What follows belongs to an exercise in optimizing a design on an open flow for small area and a short achievable clock period; a production flow would make more cautious choices. For this run, only the layout was checked, not whether the RTL still works. No activity file was given, so power comes from the tool's default toggle rates.

[flow/run.sh]
#!/bin/bash
# synth_recipe.tcl (not shown) runs the flow's synth.tcl, then flattens the netlist and writes it again
# the make line also repeats each setting of config.mk as NAME=value (left out here)
make -C /OpenROAD-flow-scripts/flow DESIGN_CONFIG=/design/flow/config.mk WORK_HOME=/design/flow/orfs CLKGATE_MAP_FILE= SYNTH_SCRIPT=/design/flow/synth_recipe.tcl finish
[flow/config.mk]
export PLATFORM = sky130hd
export DESIGN_NAME = alu_operand_regfile
export DESIGN_NICKNAME = alu_operand_regfile
export VERILOG_FILES = /design/flow/design.v
export SDC_FILE = /design/flow/constraint.sdc
export NUM_CORES = 4
export LEC_CHECK = 0
export CAP_MARGIN = 20
export CORE_MARGIN = 2
export CORE_UTILIZATION = 30
export SLEW_MARGIN = 20
export SYNTH_HIERARCHICAL = 1
export SYNTH_MINIMUM_KEEP_SIZE = 0
[flow/constraint.sdc]
create_clock -name core_clock -period 8.0 [get_ports {clk_i}]
set_input_delay 1.6000 -clock core_clock [delete_from_list [all_inputs] [get_ports {clk_i}]]
set_output_delay 1.6000 -clock core_clock [all_outputs]
set_load 0.01 [all_outputs]
[flow/design.v]
package alu_operand_regfile_pkg;
    localparam int unsigned REG_DATA_W = 32;
    localparam int unsigned REG_ADDR_W = 5;
    localparam logic [REG_ADDR_W-1:0] REG_ZERO = 5'd0;
    typedef enum logic [2:0] {
        ALU_AND = 3'b000,
        ALU_XOR = 3'b001,
        ALU_ADD = 3'b010,
        ALU_MUL = 3'b011,
        ALU_SRA = 3'b101,
        ALU_SUB = 3'b110,
        ALU_SLL = 3'b111
    } alu_ctrl_e;
endpackage
module regfile_aoi222 (
    input  logic a1, a2, b1, b2, c1, c2,
    output logic y
);
    assign y = ~((a1 & a2) | (b1 & b2) | (c1 & c2));
endmodule
module regfile_aoi22 (
    input  logic a1, a2, b1, b2,
    output logic y
);
    assign y = ~((a1 & a2) | (b1 & b2));
endmodule
module regfile_nand4 (
    input  logic a, b, c, d,
    output logic y
);
    assign y = ~(a & b & c & d);
endmodule
module regfile_nand3 (
    input  logic a, b, c,
    output logic y
);
    assign y = ~(a & b & c);
endmodule
module regfile_or3 (
    input  logic a, b, c,
    output logic y
);
    assign y = a | b | c;
endmodule
module regfile_read_bit (
    input  logic [31:0] sel_i,
    input  logic [31:0] data_i,
    output logic        y_o
);
    logic [10:0] z;
    logic [2:0]  w;
    for (genvar k = 0; k < 10; k++) begin : g_aoi
        regfile_aoi222 u_aoi (
            .a1(sel_i[3*k]),   .a2(data_i[3*k]),
            .b1(sel_i[3*k+1]), .b2(data_i[3*k+1]),
            .c1(sel_i[3*k+2]), .c2(data_i[3*k+2]),
            .y (z[k])
        );
    end
    regfile_aoi22 u_aoi_last (
        .a1(sel_i[30]), .a2(data_i[30]),
        .b1(sel_i[31]), .b2(data_i[31]),
        .y (z[10])
    );
    regfile_nand4 u_n0 (.a(z[0]), .b(z[1]), .c(z[2]), .d(z[3]), .y(w[0]));
    regfile_nand4 u_n1 (.a(z[4]), .b(z[5]), .c(z[6]), .d(z[7]), .y(w[1]));
    regfile_nand3 u_n2 (.a(z[8]), .b(z[9]), .c(z[10]), .y(w[2]));
    regfile_or3   u_o  (.a(w[0]), .b(w[1]), .c(w[2]), .y(y_o));
endmodule
module regfile_read_port
#(
    parameter int unsigned DATA_W = alu_operand_regfile_pkg::REG_DATA_W,
    parameter int unsigned ADDR_W = alu_operand_regfile_pkg::REG_ADDR_W,
    parameter bit          BYPASS = 1'b0
) (
    input  logic [ADDR_W-1:0]             rd_addr_i,
    input  logic [(2**ADDR_W)*DATA_W-1:0] mem_flat_i,
    input  logic [(2**ADDR_W)-1:0]        wr_dec_i,
    input  logic                          wr_en_i,
    input  logic [ADDR_W-1:0]             wr_addr_i,
    input  logic [DATA_W-1:0]             wr_data_i,
    output logic [DATA_W-1:0]             rd_data_o
);
    localparam int unsigned DEPTH = 2 ** ADDR_W;
    logic             hit;
    logic [DEPTH-1:0] sel;
    assign hit = BYPASS && wr_en_i && (wr_addr_i != '0) && (wr_addr_i == rd_addr_i);
    always_comb begin
        sel = '0;
        sel[0] = hit;
        for (int i = 1; i < DEPTH; i++) begin
            sel[i] = (rd_addr_i == ADDR_W'(i)) && !(BYPASS && wr_dec_i[i]);
        end
    end
    for (genvar b = 0; b < DATA_W; b++) begin : g_bit
        logic [DEPTH-1:0] src;
        always_comb begin
            src[0] = wr_data_i[b];
            for (int i = 1; i < DEPTH; i++) begin
                src[i] = mem_flat_i[i*DATA_W + b];
            end
        end
        regfile_read_bit u_bit (
            .sel_i  (sel),
            .data_i (src),
            .y_o    (rd_data_o[b])
        );
    end
endmodule
module alu_operand_regfile
#(
    parameter int unsigned           DATA_W  = alu_operand_regfile_pkg::REG_DATA_W,
    parameter int unsigned           ADDR_W  = alu_operand_regfile_pkg::REG_ADDR_W,
    parameter bit                    BYPASS  = 1'b1,
    parameter logic [DATA_W-1:0]     RST_VAL = '0
) (
    input  logic                 clk_i,
    input  logic                 rst_i,
    input  logic [ADDR_W-1:0]    RS1addr_i,
    input  logic [ADDR_W-1:0]    RS2addr_i,
    input  logic [ADDR_W-1:0]    RDaddr_i,
    input  logic [DATA_W-1:0]    RDdata_i,
    input  logic                 RegWrite_i,
    output logic [DATA_W-1:0]    RS1data_o,
    output logic [DATA_W-1:0]    RS2data_o,
    input  logic [ADDR_W-1:0]    dbg_addr_i,
    output logic [DATA_W-1:0]    dbg_data_o,
    output logic [31:0]          wr_count_o
);
    localparam int unsigned DEPTH = 2 ** ADDR_W;
    logic [DEPTH*DATA_W-1:0] mem_flat;
    logic [DATA_W-1:0]       wr_data;
    logic [DEPTH-1:0]        row_en;
    logic [DEPTH-1:0]        wr_dec;
    logic [31:0]             wr_count_q;
    logic                    wr_fire;
    assign wr_fire = RegWrite_i && (RDaddr_i != alu_operand_regfile_pkg::REG_ZERO[ADDR_W-1:0]);
    assign wr_data = rst_i ? RST_VAL : RDdata_i;
    assign mem_flat[DATA_W-1:0] = '0;
    for (genvar i = 1; i < DEPTH; i++) begin : g_row
        logic [DATA_W-1:0] row_q;
        assign wr_dec[i] = RegWrite_i && (RDaddr_i == ADDR_W'(i));
        assign row_en[i] = rst_i || wr_dec[i];
        always_ff @(posedge clk_i) begin
            if (row_en[i]) begin
                row_q <= wr_data;
            end
        end
        assign mem_flat[i*DATA_W +: DATA_W] = row_q;
    end
    assign row_en[0] = 1'b0;
    assign wr_dec[0] = 1'b0;
    always_ff @(posedge clk_i) begin
        if (rst_i) begin
            wr_count_q <= '0;
        end else if (wr_fire) begin
            wr_count_q <= wr_count_q + 32'd1;
        end
    end
    assign wr_count_o = wr_count_q;
    regfile_read_port #(.DATA_W(DATA_W), .ADDR_W(ADDR_W), .BYPASS(BYPASS)) u_rs1_port (
        .rd_addr_i  (RS1addr_i),
        .mem_flat_i (mem_flat),
        .wr_dec_i   (wr_dec),
        .wr_en_i    (RegWrite_i),
        .wr_addr_i  (RDaddr_i),
        .wr_data_i  (RDdata_i),
        .rd_data_o  (RS1data_o)
    );
    regfile_read_port #(.DATA_W(DATA_W), .ADDR_W(ADDR_W), .BYPASS(BYPASS)) u_rs2_port (
        .rd_addr_i  (RS2addr_i),
        .mem_flat_i (mem_flat),
        .wr_dec_i   (wr_dec),
        .wr_en_i    (RegWrite_i),
        .wr_addr_i  (RDaddr_i),
        .wr_data_i  (RDdata_i),
        .rd_data_o  (RS2data_o)
    );
    regfile_read_port #(.DATA_W(DATA_W), .ADDR_W(ADDR_W), .BYPASS(BYPASS)) u_dbg_port (
        .rd_addr_i  (dbg_addr_i),
        .mem_flat_i (mem_flat),
        .wr_dec_i   (wr_dec),
        .wr_en_i    (RegWrite_i),
        .wr_addr_i  (RDaddr_i),
        .wr_data_i  (RDdata_i),
        .rd_data_o  (dbg_data_o)
    );
endmodule
==> notes.md <==
- PnR worst setup slack: 0.282 ns
- RSZ-0062 raised after global routing: false
- Slew of the pin with the lowest slew margin: 1.22 ns
- Crit path largest cell delay: 0.72 ns
- Routability Congestion: 1.01
- DR vias: 41.4k
- Ratio of cells with drive above 1 in the final layout: 0.171
- Root Buffer: clkbuf_16
- Vias/cell: 7.54
- Site row count: 144
- Pwr Total: 13.1 mW
- Die ar.: 0.159 sq mm
- Final Hold Viols: 0
- Initial drt markers: 13.2k
- P&R area growth vs syn: 20.5%
- Crit-path max FO: 32
- Fin crit share: 0.965
- Cells after Synth: 2,934
- Number of detailed-route iterations in the first pass: 15
- Status: complete, no violations
- Number of buffers added on ports: 182
- Register-to-register setup slack: 5.67 ns
- Min Tclk post-route: 7.72 ns
- Synthesized net count: 2,990
- Skew final: 0.0148 ns
- Post-synth design cell area: 0.0467 sq mm
- Clk buf depth: 3
- Slew margin rel.: 0.187
- Critical path type: in -> out
- Global-route wire length before repair: 292,000 um
- Core area: 0.154 sq mm
- Tot GR Track Use: 0.256
- Worst-Skew Late Latency: 0.71 ns
- Register-to-Register Path Depth: 5
- Synthesis warning total: 8
- Hold Path Class: reg -> reg
- TritonCTS Buffers: 102
- Vias in the first global route: 37.5k
- Worst path cell trace: clkdlybuf4s50_1, nor2b_1, nand3b_1, nor2_1, nor3_4, buf_4, a222oi_1, nand4_1, or3_1, clkdlybuf4s50_1
- Dpl cells: 5,290
- CP max stage cell: a222oi_1
- Die span in y: 398 um
- Max Slew Vio Count: 0
- WP data required: 6.40 ns
- CP Launch Type: primary input
- Initial Util: 0.303
- Nets: 3,407
- Power per Cell Area: 232 mW/mm^2
- DP Worst Slack: 0.614 ns
- Worst setup path end: dbg_data_o[12]
- Routed wire length: 215,000 um
- # setup viols final: 0
- Hold buffers post-CTS: 0
- # IOs: 183
- Setup_tns: 0 ns
- Initial antenna violation count: 11
- Crit path top cell by count: clkdlybuf4s50_1
- Crit path arrival time: 6.12 ns
- Horiz. Die Dim: 398 um
- CTS clk-pin slew, worst paths: 0.06 ns
- Setup bufs post-CTS: 0
- Design area: 0.0562 sq mm
- H-tree depth: 3
- Placement Cell Area: 0.0528 sq mm
- Largest net degree at the start of global routing: 107
- Post-route core utilization: 0.365
- Post_cts resized: 0
- Max IR drop VDD: 0.000170 V
- Reg2reg end: wr_count_q[28]
- Hold Slack: 0.510 ns
- HPWL after DPL: 128,000 um
- Worst r2r src: wr_count_q[0]
- Gr ovfl total: 0
- Remaining antenna violation count: 0
- Highest clock rate: 0.130 GHz
- TritonCTS clock tree: yes
- Lkg Pwr: 17.4 nW
- Clock Sinks: 1,024
- Non-Filler Instances: 5,491
- Crit path capture type: output pin
- Avg WL per Cell: 39.2 um
- Worst setup startpoint: RegWrite_i
- DR DRC count: 0
- Max-capacitance violation count: 0
- Avg Synthesized Cell Area: 15.9 sq um
[critical path, delay by kind of cell]
family	cells	cell delay [ns]
simple gates	6	2.41
compound gates	1	0.72
buf+inv	3	1.35
[per-layer routing]
metal | global-route usage | vias up | share of wire
met1 | 0.341 | 20200 | 0.34
met5 | 0 | - | 0.000060
met3 | 0.0893 | 806 | 0.18
met2 | 0.369 | 4733 | 0.41
met4 | 0.129 | 2 | 0.068
li1 | - | 15700 | -
[worst min path at each step]
stage	to	cells after the start	startpoint
global route	wr_count_q[15]	2	wr_count_q[15]
finish	wr_count_q[8]	2	wr_count_q[8]
CTS	wr_count_q[8]	2	wr_count_q[8]
floorplan	wr_count_q[8]	2	wr_count_q[8]
detailed placement	wr_count_q[8]	2	wr_count_q[8]
global placement	wr_count_q[8]	2	wr_count_q[8]
[state kept, by name (all words and copies together), names as in the netlist]
name	count
g_row.row_q	992
wr_count_q	32
[layout make-up]
cell class              count  area (sq um)
well taps                2044          2560
repair buffers            346          3150
clock inverters            65           619
multi-input cells        1876         16800
clock buffers             123          2650
diodes                     12          30.0
fillers                 14600         98000
inverters                   1          3.75
flip-flops and latches   1024         30400
[cells in the final DEF, fill, tap and decap left out, types with 10 or more instances in the layout]
cell type,n
diode_2,12
nor2b_1,12
nand4_1,202
or4_1,12
xor2_1,14
clkdlybuf4s50_1,181
dfxtp_1,32
nand2b_1,10
nor4_2,12
or2_4,12
clkbuf_16,103
a21oi_1,15
buf_4,156
a222oi_1,960
nor4_1,10
nand3_1,109
or2_2,30
nor3_4,36
clkbuf_1,20
nand2_1,22
a22oi_2,96
or3_1,101
edfxtp_1,992
clkinv_2,14
nor3_2,36
nor2_1,55
clkinv_1,34
nor2b_4,22
o31ai_1,10
[where the power goes]
part / leakage (nW) / switching [mW] / internal, mW
sequential: 9.85 / 0.342 / 6.40
clock: 1.59 / 2.15 / 2.66
combinational: 5.92 / 1.02 / 0.480
total: 17.4 / 3.52 / 9.54

## what the ideal ports hide
In the flow no input, the clock included, has a driving cell. The finished layout below was timed again as built, in two steps. Step 1: set_driving_cell puts a clkbuf_16 on clk_i and a buf_2 on each other input, an assumption about the parent block. Step 2, shift: input delay + t, output delay - t, t = (earliest + latest rising clock arrival at the registers) / 2. This alone moves slack from input paths to output paths. Slacks: ideal ports / drivers / drivers and shift; pairs: ideal ports / drivers.
t (ns): 0.804
slack for setup (ns): 0.282 / 0.246 / 0.246
hold WS [ns]: 0.510 / 0.510 / 0.510
slew at the worst register clock pin (ns): 0.07 / 0.07
cell pins on the clock port's net: 1
After both steps setup and hold are still met in this run. For this run, drivers alone change the setup slack by -0.036 ns; drivers and shift together by -0.036 ns.
